What follows belongs to an exercise in optimizing a design on an open flow for small area and a short achievable clock period; a production flow would make more cautious choices.
Power is estimated from default activity; no workload was simulated.

== P ==
==> flow/design.v <==
`timescale 1ns/1ps
module counter_table_top (
    input  logic        clock,
    input  logic        rst_n,
    input  logic        upd_valid,
    input  logic [7:0]  upd_key,
    input  logic [7:0]  upd_incr,
    input  logic        query_valid,
    input  logic [5:0]  query_entry,
    output logic        init_done,
    output logic        resp_valid,
    output logic [31:0] resp_data
);
    logic [511:0] tbl [4];
    logic clr;
    always_ff @(posedge clock) begin
        clr       <= !rst_n;
        init_done <= rst_n;
    end
    logic       a_v;
    logic [7:0] a_key, a_inc;
    logic [7:0] a_rq [4];
    logic       a_s1, a_s2;              
    logic [3:0] a_sq;                    
    logic       b_v;
    logic [7:0] b_key;
    logic [7:0] b_op, b_inc;             
    logic [7:0] b_sum;                   
    logic [7:0] c_nv;                    
    logic       h1, h2;
    assign h1 = a_v && (upd_key == a_key);    
    assign h2 = b_v && (upd_key == b_key);    
    always_ff @(posedge clock) begin
        if (!rst_n) begin
            a_v <= 1'b0;
        end else begin
            a_v <= upd_valid && !clr;
        end
        a_s1  <= h1;
        a_s2  <= !h1 && h2;
        for (int g = 0; g < 4; g++) begin
            a_sq[g] <= !h1 && !h2 && (upd_key[7:6] == g[1:0]);
        end
        a_key <= upd_key;
        a_inc <= upd_incr;
        for (int g = 0; g < 4; g++) begin
            a_rq[g] <= tbl[g][upd_key[5:0]*8 +: 8];
        end
    end
    logic [7:0] a_op;
    always_comb begin
        a_op = ({8{a_s1}} & b_sum) | ({8{a_s2}} & c_nv);
        for (int g = 0; g < 4; g++) begin
            a_op = a_op | ({8{a_sq[g]}} & a_rq[g]);
        end
    end
    logic [7:0] b_ehi;    
    logic [7:0] b_elo;    
    logic [3:0] b_ln;     
    always_ff @(posedge clock) begin
        if (!rst_n) begin
            b_v   <= 1'b0;
            b_ln  <= '0;
            b_op  <= '0;
            b_inc <= '0;
        end else begin
            b_v   <= a_v;
            for (int l = 0; l < 4; l++) begin
                b_ln[l] <= a_v && (a_key[1:0] == l[1:0]);
            end
            b_op  <= a_op;
            b_inc <= a_inc;
        end
        for (int i = 0; i < 8; i++) begin
            b_ehi[i] <= (a_key[7:5] == i[2:0]);
            b_elo[i] <= (a_key[4:2] == i[2:0]);
        end
        b_key <= a_key;
        c_nv  <= b_sum;
    end
    logic [63:0] wr_entry;
    logic [3:0]  wr_lane;
    always_comb begin
        b_sum = b_op + b_inc;           
        for (int e = 0; e < 64; e++) begin
            wr_entry[e] = clr || (b_ehi[e / 8] && b_elo[e % 8]);
        end
        for (int l = 0; l < 4; l++) begin
            wr_lane[l] = clr || b_ln[l];
        end
    end
    always_ff @(posedge clock) begin
        for (int c = 0; c < 256; c++) begin
            if (wr_entry[c / 4] && wr_lane[c % 4]) begin
                tbl[c / 64][(c % 64)*8 +: 8] <= b_sum;
            end
        end
    end
    logic        q_v;
    logic [3:0]  q_g;            
    logic [31:0] q_d [4];
    logic [3:0]  q_o1, q_o2;     
    logic [3:0]  q_o0;           
    logic [7:0]  q_f2d;
    logic [31:0] q_tbl;
    logic [31:0] q_sel;
    logic        f1, f2;
    assign f1 = a_v && (a_key[7:2] == query_entry);    
    assign f2 = b_v && (b_key[7:2] == query_entry);    
    always_ff @(posedge clock) begin
        if (!rst_n) begin
            q_v <= 1'b0;
            resp_valid <= 1'b0;
        end else begin
            q_v <= query_valid && !clr;
            resp_valid <= q_v;
        end
        for (int g = 0; g < 4; g++) begin
            q_g[g] <= (query_entry[5:4] == g[1:0]);
            q_d[g] <= tbl[g][query_entry[3:0]*32 +: 32];
        end
        for (int l = 0; l < 4; l++) begin
            q_o1[l] <= f1 && (a_key[1:0] == l[1:0]);
            q_o2[l] <= !(f1 && (a_key[1:0] == l[1:0])) && f2 && (b_key[1:0] == l[1:0]);
            q_o0[l] <= !(f1 && (a_key[1:0] == l[1:0])) && !(f2 && (b_key[1:0] == l[1:0]));
        end
        q_f2d <= b_sum;
    end
    always_comb begin
        q_tbl = '0;
        for (int g = 0; g < 4; g++) begin
            q_tbl = q_tbl | ({32{q_g[g]}} & q_d[g]);
        end
        for (int l = 0; l < 4; l++) begin
            q_sel[l*8 +: 8] = ({8{q_o1[l]}} & b_sum)       
                            | ({8{q_o2[l]}} & q_f2d)       
                            | ({8{q_o0[l]}} & q_tbl[l*8 +: 8]);
        end
    end
    always_ff @(posedge clock) begin
        resp_data <= q_sel;
    end
endmodule
export LEC_CHECK = 0
export ABC_CLOCK_PERIOD_IN_PS = 2200
export CAP_MARGIN = 20
export CORE_MARGIN = 2
export CORE_UTILIZATION = 60
export CTS_CLUSTER_DIAMETER = 60
export CTS_CLUSTER_SIZE = 30
export SETUP_SLACK_MARGIN = 2.25
export SLEW_MARGIN = 20
create_clock -name core_clock -period 4.5 [get_ports {clock}]
run.sh (not shown) runs the stock make flow with config.mk's settings and CLKGATE_MAP_FILE= SYNTH_SCRIPT=/design/flow/synth_recipe.tcl, a recipe that flattens the netlist after the stock synthesis.
Setup changes, P to Q
-- flow/design.v --
<<< P, line 98
    end
    logic        q_v;
    logic [3:0]  q_g;            
    logic [31:0] q_d [4];
    logic [3:0]  q_o1, q_o2;     
    logic [3:0]  q_o0;           
    logic [7:0]  q_f2d;
    logic [31:0] q_tbl;
    logic [31:0] q_sel;
    logic        f1, f2;
    assign f1 = a_v && (a_key[7:2] == query_entry);    
    assign f2 = b_v && (b_key[7:2] == query_entry);    
    always_ff @(posedge clock) begin
        if (!rst_n) begin
>>> Q, line 98
    end
    logic        q_v;
    logic [1:0]  q_g;
    logic [31:0] q_d [4];
    logic        q_f2h, q_f1h;   
    logic [1:0]  q_f2l, q_f1l;
    logic [7:0]  q_f2d;
    logic [31:0] q_sel;
    always_ff @(posedge clock) begin
        if (!rst_n) begin
<<< P, line 116
            resp_valid <= q_v;
        end
        for (int g = 0; g < 4; g++) begin
            q_g[g] <= (query_entry[5:4] == g[1:0]);
            q_d[g] <= tbl[g][query_entry[3:0]*32 +: 32];
        end
        for (int l = 0; l < 4; l++) begin
            q_o1[l] <= f1 && (a_key[1:0] == l[1:0]);
            q_o2[l] <= !(f1 && (a_key[1:0] == l[1:0])) && f2 && (b_key[1:0] == l[1:0]);
            q_o0[l] <= !(f1 && (a_key[1:0] == l[1:0])) && !(f2 && (b_key[1:0] == l[1:0]));
        end
        q_f2d <= b_sum;
    end
    always_comb begin
        q_tbl = '0;
        for (int g = 0; g < 4; g++) begin
            q_tbl = q_tbl | ({32{q_g[g]}} & q_d[g]);
        end
        for (int l = 0; l < 4; l++) begin
            q_sel[l*8 +: 8] = ({8{q_o1[l]}} & b_sum)       
                            | ({8{q_o2[l]}} & q_f2d)       
                            | ({8{q_o0[l]}} & q_tbl[l*8 +: 8]);
        end
    end
>>> Q, line 112
            resp_valid <= q_v;
        end
        q_g <= query_entry[5:4];
        for (int g = 0; g < 4; g++) begin
            q_d[g] <= tbl[g][query_entry[3:0]*32 +: 32];
        end
        q_f2h <= b_v && (b_key[7:2] == query_entry);
        q_f2l <= b_key[1:0];
        q_f2d <= b_sum;
        q_f1h <= a_v && (a_key[7:2] == query_entry);
        q_f1l <= a_key[1:0];
    end
    always_comb begin
        q_sel = q_d[q_g];
        for (int l = 0; l < 4; l++) begin
            if (q_f1h && (q_f1l == l[1:0])) begin
                q_sel[l*8 +: 8] = b_sum;           
            end else if (q_f2h && (q_f2l == l[1:0])) begin
                q_sel[l*8 +: 8] = q_f2d;           
            end
        end
    end
==> run notes <==
Compared to P, Q has max-slew headroom at the worst pin 14 points higher.
Non-filler instance count after layout, Q and P: larger value in Q
Per the comparison of Q with P, via count of the first global-routing pass higher, max-slew violation count roughly the same, cell area after synthesis lower, area of the die lower, total power after layout higher.
Looking at endpoint of the worst setup timing path, the tbl[2][223]$_DFFE_PP_ result is from Q; the resp_data[20]$_DFF_P_ one comes from P.
Changes observed in Q relative to P: met1 capacity usage during global routing shows an increase of 4.1 points, setup slack of the worst register-to-register path climbed 0.08 ns, final worst-path cycle share went down by 1.8 points, setup slack saw an increase, clock-cell share of area went up 0.21 points.
The met3 track demand over resource of Q exceeds that of P by 4.9 points.
The lower initial antenna violation count came out of P.
Function was not checked in any run of this note: the RTL went through the layout flow alone.

========
Setup of AL:
counter_table_top, a different RTL version from the one above (not shown whole).
Size: ~5200 cells after synthesis, about 2400 flip-flops, ~60 I/O pins, about 110000 um^2 of cells after synthesis.
==> module counter_table_top, before the edit <==
module counter_table_top (
    input  logic        clock,
    input  logic        rst_n,
    input  logic        upd_valid,
    input  logic [7:0]  upd_key,
    input  logic [7:0]  upd_incr,
    input  logic        query_valid,
    input  logic [5:0]  query_entry,
    output logic        init_done,
    output logic        resp_valid,
    output logic [31:0] resp_data
);
    logic [511:0] tbl [4];
    logic clr;
    always_ff @(posedge clock) begin
        clr       <= !rst_n;
        init_done <= rst_n;
    end
    logic       a_v;
    logic [7:0] a_key, a_inc;
    logic [7:0] a_rq [8];                
    logic       a_s1, a_s2;              
    logic [7:0] a_sq;                    
    logic [3:0] a_s1q, a_s2q;            
    logic       b_v;
    logic [7:0] b_key, b_nv;
    logic [7:0] c_nv;
    logic       h1, h2;
    assign h1 = a_v && (upd_key == a_key);    
    assign h2 = b_v && (upd_key == b_key);    
    always_ff @(posedge clock) begin
        if (!rst_n) begin
            a_v <= 1'b0;
        end else begin
            a_v <= upd_valid && !clr;
        end
        a_s1  <= h1;
        a_s2  <= !h1 && h2;
        for (int j = 0; j < 8; j++) begin
            a_sq[j]  <= !h1 && !h2 && (upd_key[7:5] == j[2:0]);
        end
        for (int g = 0; g < 4; g++) begin
            a_s1q[g] <= h1 && (upd_key[7:6] == g[1:0]);
            a_s2q[g] <= !h1 && h2 && (upd_key[7:6] == g[1:0]);
        end
        a_key <= upd_key;
        a_inc <= upd_incr;
        for (int j = 0; j < 8; j++) begin
            a_rq[j] <= tbl[j / 2][{j[0], upd_key[4:0]}*8 +: 8];
        end
    end
    logic [7:0] a_nv;
    logic [7:0] a_nq [4];      
    logic [7:0] a_sum1, a_sum2;
    logic [7:0] a_sumq [8];
    always_comb begin
        a_sum1 = b_nv + a_inc;                  
        a_sum2 = c_nv + a_inc;
        for (int j = 0; j < 8; j++) begin
            a_sumq[j] = a_rq[j] + a_inc;
        end
        a_nv = ({8{a_s1}} & a_sum1) | ({8{a_s2}} & a_sum2);
        for (int j = 0; j < 8; j++) begin
            a_nv = a_nv | ({8{a_sq[j]}} & a_sumq[j]);
        end
        for (int g = 0; g < 4; g++) begin
            a_nq[g] = ({8{a_sq[2*g]}} & a_sumq[2*g])
                    | ({8{a_sq[2*g+1]}} & a_sumq[2*g+1])
                    | ({8{a_s1q[g]}} & a_sum1)
                    | ({8{a_s2q[g]}} & a_sum2);
        end
    end
    logic [7:0] b_ehi;    
    logic [7:0] b_elo;    
    logic [3:0] b_ln;     
    logic [7:0] b_wd [4];    
    always_ff @(posedge clock) begin
        if (!rst_n) begin
            b_v  <= 1'b0;
            b_ln <= '0;
            for (int g = 0; g < 4; g++) begin
                b_wd[g] <= '0;
            end
        end else begin
            b_v  <= a_v;
            for (int l = 0; l < 4; l++) begin
                b_ln[l] <= a_v && (a_key[1:0] == l[1:0]);
            end
            for (int g = 0; g < 4; g++) begin
                b_wd[g] <= a_nq[g];
            end
        end
        for (int i = 0; i < 8; i++) begin
            b_ehi[i] <= (a_key[7:5] == i[2:0]);
            b_elo[i] <= (a_key[4:2] == i[2:0]);
        end
        b_key <= a_key;
        b_nv  <= a_nv;
        c_nv  <= b_nv;
    end
    logic [63:0] wr_entry;
    logic [3:0]  wr_lane;
    always_comb begin
        for (int e = 0; e < 64; e++) begin
            wr_entry[e] = clr || (b_ehi[e / 8] && b_elo[e % 8]);
        end
        for (int l = 0; l < 4; l++) begin
            wr_lane[l] = clr || b_ln[l];
        end
    end
    always_ff @(posedge clock) begin
        for (int c = 0; c < 256; c++) begin
            if (wr_entry[c / 4] && wr_lane[c % 4]) begin
                tbl[c / 64][(c % 64)*8 +: 8] <= b_wd[c / 64];
            end
        end
    end
    logic        q_v;
    logic [1:0]  q_g;
    logic [31:0] q_d [4];
    logic        q_f2h, q_f1h;   
    logic [1:0]  q_f2l, q_f1l;
    logic [7:0]  q_f2d;
    logic [31:0] q_sel;
    always_ff @(posedge clock) begin
        if (!rst_n) begin
            q_v <= 1'b0;
            resp_valid <= 1'b0;
        end else begin
            q_v <= query_valid && !clr;
            resp_valid <= q_v;
        end
        q_g <= query_entry[5:4];
        for (int g = 0; g < 4; g++) begin
            q_d[g] <= tbl[g][query_entry[3:0]*32 +: 32];
        end
        q_f2h <= b_v && (b_key[7:2] == query_entry);
        q_f2l <= b_key[1:0];
        q_f2d <= b_nv;
        q_f1h <= a_v && (a_key[7:2] == query_entry);
        q_f1l <= a_key[1:0];
    end
    always_comb begin
        q_sel = q_d[q_g];
        for (int l = 0; l < 4; l++) begin
            if (q_f1h && (q_f1l == l[1:0])) begin
                q_sel[l*8 +: 8] = b_nv;            
            end else if (q_f2h && (q_f2l == l[1:0])) begin
                q_sel[l*8 +: 8] = q_f2d;           
            end
        end
    end
    always_ff @(posedge clock) begin
        resp_data <= q_sel;
    end
endmodule
Settings: LEC_CHECK=0, ABC_CLOCK_PERIOD_IN_PS=2200, CAP_MARGIN=20, CORE_MARGIN=2, CORE_UTILIZATION=60, CTS_CLUSTER_DIAMETER=60, CTS_CLUSTER_SIZE=30, SETUP_SLACK_MARGIN=2.25, SLEW_MARGIN=20; clock period 4.5 ns.
## Diff of input files: MS against AL
==> flow/design.v, changed modules only <==
module counter_table_top (
    input  logic        clock,
    input  logic        rst_n,
    input  logic        upd_valid,
    input  logic [7:0]  upd_key,
    input  logic [7:0]  upd_incr,
    input  logic        query_valid,
    input  logic [5:0]  query_entry,
    output logic        init_done,
    output logic        resp_valid,
    output logic [31:0] resp_data
);
    logic [511:0] tbl [4];
    logic clr;
    always_ff @(posedge clock) begin
        clr       <= !rst_n;
        init_done <= rst_n;
    end
    logic       a_v;
    logic [7:0] a_key, a_inc;
    logic [7:0] a_rq [4];
    logic       a_s1, a_s2;              
    logic [3:0] a_sq;                    
    logic       b_v;
    logic [7:0] b_key, b_nv;
    logic [7:0] c_nv;
    logic       h1, h2;
    assign h1 = a_v && (upd_key == a_key);    
    assign h2 = b_v && (upd_key == b_key);    
    always_ff @(posedge clock) begin
        if (!rst_n) begin
            a_v <= 1'b0;
        end else begin
            a_v <= upd_valid && !clr;
        end
        a_s1  <= h1;
        a_s2  <= !h1 && h2;
        for (int g = 0; g < 4; g++) begin
            a_sq[g] <= !h1 && !h2 && (upd_key[7:6] == g[1:0]);
        end
        a_key <= upd_key;
        a_inc <= upd_incr;
        for (int g = 0; g < 4; g++) begin
            a_rq[g] <= tbl[g][upd_key[5:0]*8 +: 8];
        end
    end
    logic [7:0] a_nv;
    always_comb begin
        a_nv = ({8{a_s1}} & (b_nv + a_inc))
             | ({8{a_s2}} & (c_nv + a_inc));
        for (int g = 0; g < 4; g++) begin
            a_nv = a_nv | ({8{a_sq[g]}} & (a_rq[g] + a_inc));    
        end
    end
    logic [7:0] b_ehi;    
    logic [7:0] b_elo;    
    logic [3:0] b_ln;     
    logic [7:0] b_wd [4];    
    always_ff @(posedge clock) begin
        if (!rst_n) begin
            b_v  <= 1'b0;
            b_ln <= '0;
            for (int g = 0; g < 4; g++) begin
                b_wd[g] <= '0;
            end
        end else begin
            b_v  <= a_v;
            for (int l = 0; l < 4; l++) begin
                b_ln[l] <= a_v && (a_key[1:0] == l[1:0]);
            end
            for (int g = 0; g < 4; g++) begin
                b_wd[g] <= (a_key[7:6] == g[1:0]) ? a_nv : 8'h00;
            end
        end
        for (int i = 0; i < 8; i++) begin
            b_ehi[i] <= (a_key[7:5] == i[2:0]);
            b_elo[i] <= (a_key[4:2] == i[2:0]);
        end
        b_key <= a_key;
        b_nv  <= a_nv;
        c_nv  <= b_nv;
    end
    logic [63:0] wr_entry;
    logic [3:0]  wr_lane;
    always_comb begin
        for (int e = 0; e < 64; e++) begin
            wr_entry[e] = clr || (b_ehi[e / 8] && b_elo[e % 8]);
        end
        for (int l = 0; l < 4; l++) begin
            wr_lane[l] = clr || b_ln[l];
        end
    end
    always_ff @(posedge clock) begin
        for (int c = 0; c < 256; c++) begin
            if (wr_entry[c / 4] && wr_lane[c % 4]) begin
                tbl[c / 64][(c % 64)*8 +: 8] <= b_wd[c / 64];
            end
        end
    end
    logic        q_v;
    logic [31:0] q_d;
    logic        q_f2h, q_f1h;   
    logic [1:0]  q_f2l, q_f1l;
    logic [7:0]  q_f2d;
    logic [31:0] q_sel;
    always_ff @(posedge clock) begin
        if (!rst_n) begin
            q_v <= 1'b0;
            resp_valid <= 1'b0;
        end else begin
            q_v <= query_valid && !clr;
            resp_valid <= q_v;
        end
        q_d <= tbl[query_entry[5:4]][query_entry[3:0]*32 +: 32];
        q_f2h <= b_v && (b_key[7:2] == query_entry);
        q_f2l <= b_key[1:0];
        q_f2d <= b_nv;
        q_f1h <= a_v && (a_key[7:2] == query_entry);
        q_f1l <= a_key[1:0];
    end
    always_comb begin
        q_sel = q_d;
        for (int l = 0; l < 4; l++) begin
            if (q_f1h && (q_f1l == l[1:0])) begin
                q_sel[l*8 +: 8] = b_nv;            
            end else if (q_f2h && (q_f2l == l[1:0])) begin
                q_sel[l*8 +: 8] = q_f2d;           
            end
        end
    end
    always_ff @(posedge clock) begin
        resp_data <= q_sel;
    end
endmodule
==> run notes <==
Going from AL to MS, count of plain and timing-repair buffers grows by about 180%. MS ran to completion and came out clean on the timing, DRC and antenna checks. Taking AL as the reference, in MS overall power consumption moved up; fmax went down; final wirelength +50%; worst hold slack now larger. [compare] base=AL new=MS: post-layout utilization of the core now sits higher; simple-gate share of the synthesized area went up; via count of the first global-routing pass went up 9713; global-route usage picked up an extra 19 points; cell count went up. MS vs AL, startpoint of the worst setup timing path: query_entry[0] vs a_inc[0]$_DFF_P_. On MS: number of stages on the worst setup path is 1 higher than what AL gave. The startpoint-to-endpoint class of the critical path comes out reg2reg in one run and in2reg in the other, namely in AL and MS respectively. Floorplan die area: MS < AL.
No run of this note included a check of the RTL's function; only the layout flow was run.

-- static timing again, ports no longer ideal --
How much do the figures lean on ideal ports? The routed layouts below were timed once more, with nothing changed but the port constraints. Step 1 (the two cells are an assumption about what drives the block):
set clk [get_ports {clock}]
set_driving_cell -lib_cell sky130_fd_sc_hd__clkbuf_16 $clk
set_driving_cell -lib_cell sky130_fd_sc_hd__buf_2 [delete_from_list [all_inputs] $clk]
Step 2 adds t to the input delays and takes it off the output delays; t is the mean of the earliest and latest rising clock arrival at the registers after step 1. Input paths then give back, and output paths get back, about the clock's delay inside the block. Slacks: ideal / step 1 / step 2; pairs: ideal / step 1.
run	t, ns	setup slack, ns	latest minus earliest clock arrival (ns)	slew at the worst register clock pin (ns)	worst slew at a driven data input, ns
P	0.953	1.765 / 1.765 / 1.179	0.050 / 0.050	0.11 / 0.11	0.25
Q	0.959	1.847 / 1.847 / 1.062	0.059 / 0.059	0.12 / 0.12	0.30
AL	0.928	1.948 / 1.948 / 1.175	0.049 / 0.049	0.11 / 0.11	0.22
MS	0.967	1.750 / 1.246 / 0.279	0.052 / 0.052	0.12 / 0.12	0.71
After both steps setup and hold are still met in every run listed. For MS, which loses most, drivers alone change the setup slack by -0.504 ns; drivers and shift together by -1.471 ns.
